From an optimization exercise on the open Yosys and OpenROAD flow, aimed at small area, a short achievable clock period and few clock cycles per item; shortcuts taken in it are not production practice. Function was checked by simulation only, so behaviour that the tests miss may differ from the original. Power and IR drop assume default switching activity.

==> flow/design.v (excerpt) <==
module block_matmul_top (
    input  logic                clk_i,
    input  logic                rstn_i,
    input  logic                start_i,
    input  logic                north_wr_en_i,
    input  mesh_pkg::data_t     north_wr_data_i,
    input  logic                north_wr_reset_i,
    input  logic                west_wr_en_i,
    input  mesh_pkg::data_t     west_wr_data_i,
    input  logic                west_wr_reset_i,
    input  mesh_pkg::mem_addr_t result_addr_i,
    output logic                north_empty_o,
    output logic                west_empty_o,
    output logic                alloc_done_o,
    output logic                mult_done_o,
    output mesh_pkg::data_t     result_data_o
);
    logic [15:0][31:0] a_mem, b_mem;
    logic [4:0]        a_fill, b_fill;
    logic              a_full, b_full;
    logic              a_wr, b_wr;
    logic              restart;
    logic              issue, last, seq_done;
    logic [1:0]        gi, gk;
    logic              start_ok;
    logic              pending_q, complete_q;
    logic [15:0]       one_q, two_q, neg_q;
    logic [15:0]       one_n_q, two_n_q, neg_n_q;
    logic [3:0][31:0]  b_q;
    logic              v1_q, last1_q, fresh1_q;
    logic [3:0][31:0]  accin;
    logic [1:0]        row1_q;
    logic [3:0][2:0][31:0] r_d, r_q;
    logic [3:0][5:0]       t_d, t_q;
    logic              v2_q, last2_q, fresh2_q;
    logic [1:0]        row2_q;
    logic              copy, copy_pipe;
    operand_store west_store (
        .clk_i      (clk_i),
        .rstn_i     (rstn_i),
        .wr_en_i    (west_wr_en_i),
        .wr_data_i  (west_wr_data_i),
        .wr_reset_i (west_wr_reset_i),
        .mem_o      (a_mem),
        .fill_o     (a_fill),
        .wr_accept_o(a_wr),
        .empty_o    (west_empty_o),
        .full_o     (a_full)
    );
    operand_store north_store (
        .clk_i      (clk_i),
        .rstn_i     (rstn_i),
        .wr_en_i    (north_wr_en_i),
        .wr_data_i  (north_wr_data_i),
        .wr_reset_i (north_wr_reset_i),
        .mem_o      (b_mem),
        .fill_o     (b_fill),
        .wr_accept_o(b_wr),
        .empty_o    (north_empty_o),
  ...
Settings: LEC_CHECK=0, CAP_MARGIN=20, CORE_MARGIN=2, CORE_UTILIZATION=55, SLEW_MARGIN=20; clock period 11.0 ns.
standard.sh (not shown) runs the stock make flow with config.mk's settings and CLKGATE_MAP_FILE= SYNTH_SCRIPT=/design/flow/synth_recipe.tcl, a recipe that flattens the netlist after the stock synthesis.
==> flow/flow/run.sh <==
#!/bin/bash
set -o pipefail
export SETUP_SLACK_MARGIN=7.2
bash standard.sh MATCH_CELL_FOOTPRINT=0 "BUFFER_PORTS_ARGS=-buffer_cell sky130_fd_sc_hd__buf_4" finish > standard.log 2>&1
Testbench counts at the start, summed over its fixed seeds: cycles 1,536, items 64.
Rerun with:
==> flow/flow/run.sh (replaced) <==
#!/bin/bash
set -o pipefail
export SETUP_SLACK_MARGIN=6.9
bash standard.sh MATCH_CELL_FOOTPRINT=0 "BUFFER_PORTS_ARGS=-buffer_cell sky130_fd_sc_hd__buf_4" finish > standard.log 2>&1
Settings changed: CORE_UTILIZATION 55 to 50, CTS_CLUSTER_SIZE set to 30.
Effect: The new run passed the timing, DRC and antenna checks; flip-flop and latch count stays the same; count of clock-buffer cells in the layout falls by 6; non-clock buffer count falls by 193.
Rerun with:
==> flow/flow/run.sh (replaced) <==
#!/bin/bash
set -o pipefail
export SETUP_SLACK_MARGIN=7.3
bash standard.sh MATCH_CELL_FOOTPRINT=0 "BUFFER_PORTS_ARGS=-buffer_cell sky130_fd_sc_hd__buf_4" finish > standard.log 2>&1
Settings changed: CORE_UTILIZATION 50 to 55, CTS_CLUSTER_DIAMETER set to 100, CTS_CLUSTER_SIZE 30 to 20.
After rerunning: Area after synthesis does not change. Critical path depth increases by 5. Register-to-register slack gains 0.34 ns. Routed wire length increases by about 8%. Hold slack is better by 0.019 ns.

---

Setup of job 105:
block_matmul_top again, from the RTL that the note above started with.
==> flow/design.v (excerpt) <==
module block_matmul_top (
    input  logic                clk_i,
    input  logic                rstn_i,
    input  logic                start_i,
    input  logic                north_wr_en_i,
    input  mesh_pkg::data_t     north_wr_data_i,
    input  logic                north_wr_reset_i,
    input  logic                west_wr_en_i,
    input  mesh_pkg::data_t     west_wr_data_i,
    input  logic                west_wr_reset_i,
    input  mesh_pkg::mem_addr_t result_addr_i,
    output logic                north_empty_o,
    output logic                west_empty_o,
    output logic                alloc_done_o,
    output logic                mult_done_o,
    output mesh_pkg::data_t     result_data_o
);
    logic [15:0][31:0] a_mem, b_mem;
    logic [4:0]        a_fill, b_fill;
    logic              a_full, b_full;
    logic              a_wr, b_wr;
    logic              restart;
    logic              issue, last, seq_done;
    logic [1:0]        gi, gk;
    logic              start_ok;
    logic              pending_q, complete_q;
    logic [15:0]       one_q, two_q, neg_q;
    logic [15:0]       one_n_q, two_n_q, neg_n_q;
    logic [3:0][31:0]  b_q;
    logic              v1_q, last1_q, fresh1_q;
    logic [3:0][31:0]  accin;
    logic [1:0]        row1_q;
    logic [3:0][2:0][31:0] r_d, r_q;
    logic [3:0][5:0]       t_d, t_q;
    logic              v2_q, last2_q, fresh2_q;
    logic [1:0]        row2_q;
    logic              copy, copy_pipe;
    operand_store west_store (
        .clk_i      (clk_i),
        .rstn_i     (rstn_i),
        .wr_en_i    (west_wr_en_i),
        .wr_data_i  (west_wr_data_i),
        .wr_reset_i (west_wr_reset_i),
        .mem_o      (a_mem),
        .fill_o     (a_fill),
        .wr_accept_o(a_wr),
  ...
==> flow/config.mk <==
export PLATFORM = sky130hd
export DESIGN_NAME = block_matmul_top
export DESIGN_NICKNAME = block_matmul_top
export VERILOG_FILES = /design/flow/design.v
export SDC_FILE = /design/flow/constraint.sdc
export NUM_CORES = 4
export LEC_CHECK = 0
export CAP_MARGIN = 20
export CORE_MARGIN = 2
export CORE_UTILIZATION = 62
export CTS_CLUSTER_DIAMETER = 100
export CTS_CLUSTER_SIZE = 20
export SLEW_MARGIN = 20
==> flow/constraint.sdc <==
create_clock -name core_clock -period 11.0 [get_ports {clk_i}]
set_input_delay 2.2000 -clock core_clock [delete_from_list [all_inputs] [get_ports {clk_i}]]
set_output_delay 2.2000 -clock core_clock [all_outputs]
set_load 0.01 [all_outputs]
==> flow/flow/run.sh <==
#!/bin/bash
set -o pipefail
export SETUP_SLACK_MARGIN=7.2
bash standard.sh MATCH_CELL_FOOTPRINT=0 "BUFFER_PORTS_ARGS=-buffer_cell sky130_fd_sc_hd__buf_4" finish > standard.log 2>&1
Testbench counts of job 105, summed over its fixed seeds: cycles 1,536, items 64.
Relative to job 105, the following input files were edited for job 103:
# job 105
export LEC_CHECK = 0
export CAP_MARGIN = 20
export CORE_MARGIN = 2
export CORE_UTILIZATION = 62
export CTS_CLUSTER_DIAMETER = 100
export CTS_CLUSTER_SIZE = 20
export SLEW_MARGIN = 20
create_clock -name core_clock -period 11.0 [get_ports {clk_i}]
# job 103
export LEC_CHECK = 0
export CAP_MARGIN = 20
export CORE_MARGIN = 2
export CORE_UTILIZATION = 62
export SLEW_MARGIN = 20
create_clock -name core_clock -period 11.0 [get_ports {clk_i}]
Results
Against job 105, job 103 comes in 1.3 points lower on register share of the cell area. Largest buffer count on any clock path: higher on job 103. Going from job 105 to job 103, setup slack of the critical path after layout moved down; final core utilization climbed 1.9 points; via count has increased; critical path depth went down 13; relative contribution of combinational cells to total power now smaller. Per the comparison of job 103 with job 105, post-route standard cell area excluding fillers has increased, xor and xnor area share after synthesis held steady.

[afterwards: timing with drivers on the ports]
Ports are ideal in the flow. The routed layouts listed here were re-timed in OpenROAD. Step 1 sets driving cells, clkbuf_16 on the clock port and buf_2 on the other inputs (assumed; they add their load-dependent delay and slew). Step 2, shift: input delay + t, output delay - t, t = (earliest + latest rising clock arrival at the registers) / 2. This alone moves slack from input paths to output paths. a / b / c = no drivers / after step 1 / after step 2; a / b = the first two.
| run | shift t [ns] | setup WS [ns] | latest minus earliest clock arrival (ns) | worst data-port slew with drivers (ns) |
|---|---|---|---|---|
| the first run of note 1 | 1.026 | 7.134 / 7.134 / 6.423 | 0.066 / 0.065 | 0.06 |
| the second run of note 1 | 1.021 | 6.874 / 6.874 / 6.152 | 0.076 / 0.076 | 0.09 |
| the third run of note 1 | 0.992 | 7.212 / 7.141 / 6.380 | 0.069 / 0.069 | 0.06 |
| job 105 | 0.973 | 7.143 / 7.143 / 6.424 | 0.086 / 0.087 | 0.07 |
| job 103 | 1.056 | 7.127 / 7.041 / 6.343 | 0.133 / 0.133 | 0.07 |
After both steps every run listed still meets setup and hold. The setup slack of the third run of note 1, which loses most, moves by -0.071 ns with the drivers and by -0.832 ns with both steps.
